What follows belongs to an exercise in optimizing a design on an open flow for small area, a short achievable clock period and few clock cycles per item; a production flow would make more cautious choices.
Only simulation tests tie the RTL to the original design; equivalence was not proved.
Power and IR drop assume default switching activity.

==> flow/design.v <==
module stream_record_player #(
    parameter int DATA_WIDTH = 8,
    parameter int ADDR_WIDTH = 8
) (
    input  logic                  clk,
    input  logic                  reset,
    input  logic                  record,
    input  logic                  play,
    input  logic                  loop,
    input  logic [DATA_WIDTH-1:0] in_data,
    input  logic                  in_valid,
    input  logic                  in_last,
    output logic                  in_ready,
    output logic [DATA_WIDTH-1:0] out_data,
    output logic                  out_valid,
    output logic                  out_last,
    input  logic                  out_ready,
    output logic [ADDR_WIDTH:0]   stored_len,
    output logic                  overflow,
    output logic                  busy
);
    localparam int                  DEPTH    = 1 << ADDR_WIDTH;
    localparam logic [ADDR_WIDTH:0] PTR_ONE  = {{ADDR_WIDTH{1'b0}}, 1'b1};
    localparam logic [ADDR_WIDTH:0] LAST_IDX = {1'b0, {ADDR_WIDTH{1'b1}}};
    localparam bit LOOP_EN = 1'b1;
    logic loop_req;
    assign loop_req = loop;
    typedef enum logic [1:0] {
        REC_IDLE,
        REC_CAPTURE,
        REC_DONE
    } rec_state_t;
    typedef enum logic [1:0] {
        PLAY_IDLE,
        PLAY_RUN,
        PLAY_DONE
    } play_state_t;
    rec_state_t             rec_state, rec_next;
    play_state_t            play_state, play_next;
    logic [DATA_WIDTH-1:0]  mem [DEPTH];
    logic [ADDR_WIDTH:0]    wr_ptr;
    logic [ADDR_WIDTH:0]    rd_ptr;
    logic [ADDR_WIDTH:0]    last_ptr;
    logic                   in_accept;
    logic                   out_hs;
    logic [DATA_WIDTH-1:0]  rdata;
    logic                   rlast;
    logic                   rvalid;
    logic                   load_out;
    logic                   adv_rd;
    logic                   issue;
    assign in_ready  = (rec_state == REC_CAPTURE);
    assign in_accept = in_valid & in_ready;
    assign out_hs    = out_valid & out_ready;
    assign busy      = !((rec_state == REC_IDLE) && (play_state == PLAY_IDLE));
    assign last_ptr  = stored_len - PTR_ONE;
    assign load_out  = !out_valid || out_ready;
    assign adv_rd    = !rvalid || load_out;
    assign issue     = (play_state == PLAY_RUN) && adv_rd && (rd_ptr < stored_len);
    always_comb begin
        rec_next = rec_state;
        if (!record) begin
            rec_next = REC_IDLE;
        end else begin
            case (rec_state)
                REC_IDLE: begin
                    if (play_state == PLAY_IDLE) rec_next = REC_CAPTURE;
                end
                REC_CAPTURE: begin
                    if (in_accept && (in_last || (wr_ptr == LAST_IDX))) rec_next = REC_DONE;
                end
                REC_DONE: rec_next = REC_DONE;
                default:  rec_next = REC_IDLE;
            endcase
        end
    end
    always_ff @(posedge clk or posedge reset) begin
        if (reset) begin
            rec_state  <= REC_IDLE;
            wr_ptr     <= '0;
            stored_len <= '0;
            overflow   <= 1'b0;
        end else begin
            rec_state <= rec_next;
            if ((rec_state != REC_CAPTURE) && (rec_next == REC_CAPTURE)) begin
                wr_ptr   <= '0;
                overflow <= 1'b0;
            end else if (in_accept) begin
                wr_ptr <= wr_ptr + PTR_ONE;
            end
            if ((rec_state == REC_CAPTURE) && (rec_next != REC_CAPTURE)) begin
                stored_len <= wr_ptr + {{ADDR_WIDTH{1'b0}}, in_accept};
                if (in_accept && (wr_ptr == LAST_IDX) && !in_last) overflow <= 1'b1;
            end
        end
    end
    always_comb begin
        play_next = play_state;
        if (!play) begin
            play_next = PLAY_IDLE;
        end else begin
            case (play_state)
                PLAY_IDLE: begin
                    if (!record && (rec_state != REC_CAPTURE)) begin
                        play_next = (stored_len == '0) ? PLAY_DONE : PLAY_RUN;
                    end
                end
                PLAY_RUN: begin
                    if (out_hs && out_last && !loop_req) play_next = PLAY_DONE;
                end
                PLAY_DONE: play_next = PLAY_DONE;
                default:   play_next = PLAY_IDLE;
            endcase
        end
    end
    always_ff @(posedge clk or posedge reset) begin
        if (reset) begin
            play_state <= PLAY_IDLE;
            rd_ptr     <= '0;
            rvalid     <= 1'b0;
            out_valid  <= 1'b0;
            out_last   <= 1'b0;
            out_data   <= '0;
        end else begin
            play_state <= play_next;
            if (play_next != PLAY_RUN) begin
                rd_ptr    <= '0;
                rvalid    <= 1'b0;
                out_valid <= 1'b0;
                out_last  <= 1'b0;
            end else begin
                if (issue) rd_ptr <= (LOOP_EN && (rd_ptr == last_ptr)) ? '0 : rd_ptr + PTR_ONE;
                if (adv_rd) rvalid <= issue;
                if (load_out) begin
                    out_valid <= rvalid;
                    out_last  <= rvalid & rlast;
                    if (rvalid) out_data <= rdata;
                end
            end
        end
    end
    always_ff @(posedge clk) begin
        if (in_accept) mem[wr_ptr[ADDR_WIDTH-1:0]] <= in_data;
        if (issue) begin
            rdata <= mem[rd_ptr[ADDR_WIDTH-1:0]];
            rlast <= (rd_ptr == last_ptr);
        end
    end
endmodule
==> flow/run.sh <==
#!/bin/bash
# synth_recipe.tcl (not shown) runs the flow's synth.tcl, then flattens the netlist and writes it again
# the make line also repeats each setting of config.mk as NAME=value (left out here)
make -C /OpenROAD-flow-scripts/flow DESIGN_CONFIG=/design/flow/config.mk WORK_HOME=/design/flow/orfs CLKGATE_MAP_FILE= SYNTH_SCRIPT=/design/flow/synth_recipe.tcl finish
==> flow/config.mk <==
export PLATFORM = sky130hd
export DESIGN_NAME = stream_record_player
export DESIGN_NICKNAME = stream_record_player
export VERILOG_FILES = /design/flow/design.v
export SDC_FILE = /design/flow/constraint.sdc
export NUM_CORES = 4
export LEC_CHECK = 0
export CAP_MARGIN = 20
export CORE_MARGIN = 2
export CORE_UTILIZATION = 40
export SLEW_MARGIN = 20
==> flow/constraint.sdc <==
create_clock -name core_clock -period 5.0 [get_ports {clk}]
set_input_delay 1.0000 -clock core_clock [delete_from_list [all_inputs] [get_ports {clk}]]
set_output_delay 1.0000 -clock core_clock [all_outputs]
set_load 0.01 [all_outputs]
==> flow_summary.ini <==
[status]
outcome = complete, no violations

[sta]
slew_headroom_pct = 20.4
hold_viol = 0
fin_tns_setup_ns = 0
post-route-min-period_ns = 4.26
worstMarginPinSlew_ns = 1.19
fin_crit_sh_pct = 85.1
slew_viol_final = 0
rsz0062_at_grt = false
setup_viol = 0
max_freq_mhz = 235
clock_skew_ns = 0.0624

[route]
viasPerCell = 5.70
dr.pass1.iters = 6
drc = 0
ant_nets = 0
vias = 39859
wirelength_um = 201000
dr.first_iter.drc_count = 4379
drt-wirelength-per-cell_um = 28.7

[global_route]
grt_start_max_net_pins = 125
first_global_vias = 40142
antenna_found_initial = 1
grt_pass1_wl_um = 288000
grt_util_all_layers_pct = 19.1
gr-total-overflow = 0

[setup_path]
crit_path_end_kind = register
crit_arrival_ns = 4.83
cp_max_fo = 25
reg2reg_depth = 8
cp-start-kind = register
crit_type = register to register
rrSetupSlack_ns = 0.74
required_ns = 5.58

[yosys]
post-synth-top-area-fraction_pct = 75.8
avgSynthCellArea_um2 = 21.0
ys_seq_area_share_pct = 77.1
synth_enable_flop_cells = 2057
syn_inst = 3878
yosys_most_used_dff = edfxtp_1
yosysWarnings = 1
ys_seq_elements = 2100
synth_area_leader_cell = edfxtp_1
synth_area_um2 = 81500
synthArstFlopShare_pct = 2.05
syn_nets = 3912
synth.area.top_cells = edfxtp_1, mux4_2, nor2_1
synth.distinct_cells = 57

[clock_network]
cts_hold_buf = 0
path_clk_slew_ns = 0.07
h-tree-depth = 4
cts_root_buf = clkbuf_16
cts_resized = 0
numCtsBuffers = 208
clockBufferDepth = 3
clkLatencyLatePin_ns = 0.86
cts_tree = done
cts_setup_buffers = 0
clock_sinks = 2100

[layout]
seqCellArea_um2 = 62900
finalNetCount = 4177
multi_input_area_um2 = 17400
drive_gt1_share_pct = 25.2
area_growth_pct = 14.1
stdcell_count = 6989
fillers = 16794

[floorplan]
num_rows = 165
start_util_pct = 40.3
die-width_um = 455
coreArea_um2 = 202000
boundaryPins = 38
die_h_um = 455
die-area_um2 = 207000

[pwr]
ir_drop_mv = 0.442
p_leak_nw = 28.4
power_density_nw_per_um2 = 393

[min_path]
min_path_cells = 1
hp-class = register to register

[flow_run]
cap_violations = 0

[placement]
placement.io_buffers = 37
gp_congestion = 0.856
place_hpwl_um = 123000
place_inst = 6604
-- power by group --
part           total [mW]  switching, mW  internal [mW]
Clock                15.5           6.64           8.81
Combinational        1.52          0.977          0.541
Sequential           19.5          0.138           19.4
-- critical path, cell delays in order, from the launching register on --
cell and delay [ns]:
dfrtp_4 0.84, buf_12 0.33, nor2_1 0.08, nand2_1 0.52
o221ai_1 0.21, a2111oi_0 0.79, a41oi_1 0.14, o41ai_1 0.93
nor4_1 0.09
-- Yosys cell counts (23+ instances only) --
| master | count |
|---|---|
| a21oi_1 | 47 |
| a221oi_1 | 29 |
| a22o_1 | 33 |
| a22oi_1 | 130 |
| buf_2 | 65 |
| buf_4 | 35 |
| buf_6 | 23 |
| clkbuf_1 | 99 |
| dfrtp_1 | 43 |
| edfxtp_1 | 2057 |
| inv_1 | 23 |
| mux2i_1 | 72 |
| mux4_2 | 487 |
| nand2_1 | 76 |
| nand3_1 | 26 |
| nor2_1 | 294 |
| nor3_1 | 36 |
| o211ai_1 | 24 |
| o21ai_0 | 26 |
| o22ai_1 | 45 |
-- metrics by stage --
stage               utilization (%)  total power [mW]  area (um^2)  setup slack [ns]  hold slack, ns
finish                         46.0              36.5        93000             0.743           0.490
global route                   46.0              37.5        93000             0.704           0.498
CTS                            46.0              36.8        93000             0.779           0.499
detailed placement             42.6              21.5        86200             0.800           0.481
global placement               42.6              21.4        86200             0.777           0.485
floorplan                         -              20.7        81500              2.23           0.454
-- per-layer routing --
layer / share of wire (%) / global-route usage (%)
met2: 48 / 30.2
met4: 3.4 / 6.64
met3: 6.8 / 3.41
met1: 42 / 27.0
met5: 0 / 0
-- flip-flops by register name, indices dropped and copies added, names as in the netlist --
signal      count
mem          2048
out_data        8
out_last        1
out_valid       1
overflow        1
play_state      2
rd_ptr          9
rdata           8
rec_state       2
rlast           1
rvalid          1
stored_len      9
wr_ptr          9
-- placed cells by master (no fill, tap or decap), types with 38 or more instances in the layout --
| cell | count |
|---|---|
| mux4_2 | 487 |
| buf_4 | 228 |
| nand2_1 | 72 |
| a21oi_1 | 47 |
| o22ai_1 | 45 |
| mux2i_1 | 72 |
| dfrtp_1 | 38 |
| clkbuf_1 | 50 |
| nor2_1 | 292 |
| clkbuf_16 | 209 |
| a22oi_1 | 130 |
| edfxtp_1 | 2057 |
-- path summary, 6_finish.rpt --
kind / endpoint / startpoint
setup / recovery: rdata[6] / rd_ptr[0]
hold / removal: out_data[4] / rdata[4]
setup reg to reg: rdata[6] / rd_ptr[0]
hold reg to reg: out_data[4] / rdata[4]
max in group asynchronous: rd_ptr[1] / reset
min in group asynchronous: overflow / reset
-- cells by family (layout without fill, tap and decap cells) --
group	after synthesis	after routing	share of synthesized area, %
flops	2100	2100	77.1
other cells	0	1	0
xor+xnor	19	19	0.204
buf+inv	258	696	1.66
simple gates	535	535	2.91
fa+ha+maj	18	18	0.276
mux	567	567	14.5
compound gates	381	381	3.40
-- area by class of cell --
class / instances / share of cell area, %
multi-input combinational: 1520 / 18.7
inverter: 25 / 0.101
clock buffer: 263 / 5.88
timing repair buffer: 288 / 2.78
sequential: 2100 / 67.6
antenna: 1 / 0.00269
clock inverter: 120 / 1.39
tap: 2672 / 3.59
Testbench counts, summed over its fixed seeds: cycles 56,293, items 34,689.

-- re-timing with driven ports --
How much do the figures lean on ideal ports? The routed layout below was timed once more, with nothing changed but the port constraints.
Step 1 sets driving cells, clkbuf_16 on the clock port and buf_2 on the other inputs (assumed; they add their load-dependent delay and slew).
Step 2 also shifts input and output timing later by t, the mid clock arrival at the registers, as if the neighbouring blocks saw the same clock.
a / b / c = ideal / step 1 / step 2; a / b = the first two.
t, ns: 0.924
setup slack, ns: 0.743 / 0.743 / 0.743
worst setup path at the end: register to register
worst data-port slew with drivers (ns): 0.07
cell pins on the clock port's net: 1
After both steps setup and hold are still met in this run. For this run, drivers alone change the setup slack by 0.000 ns; drivers and shift together by 0.000 ns.
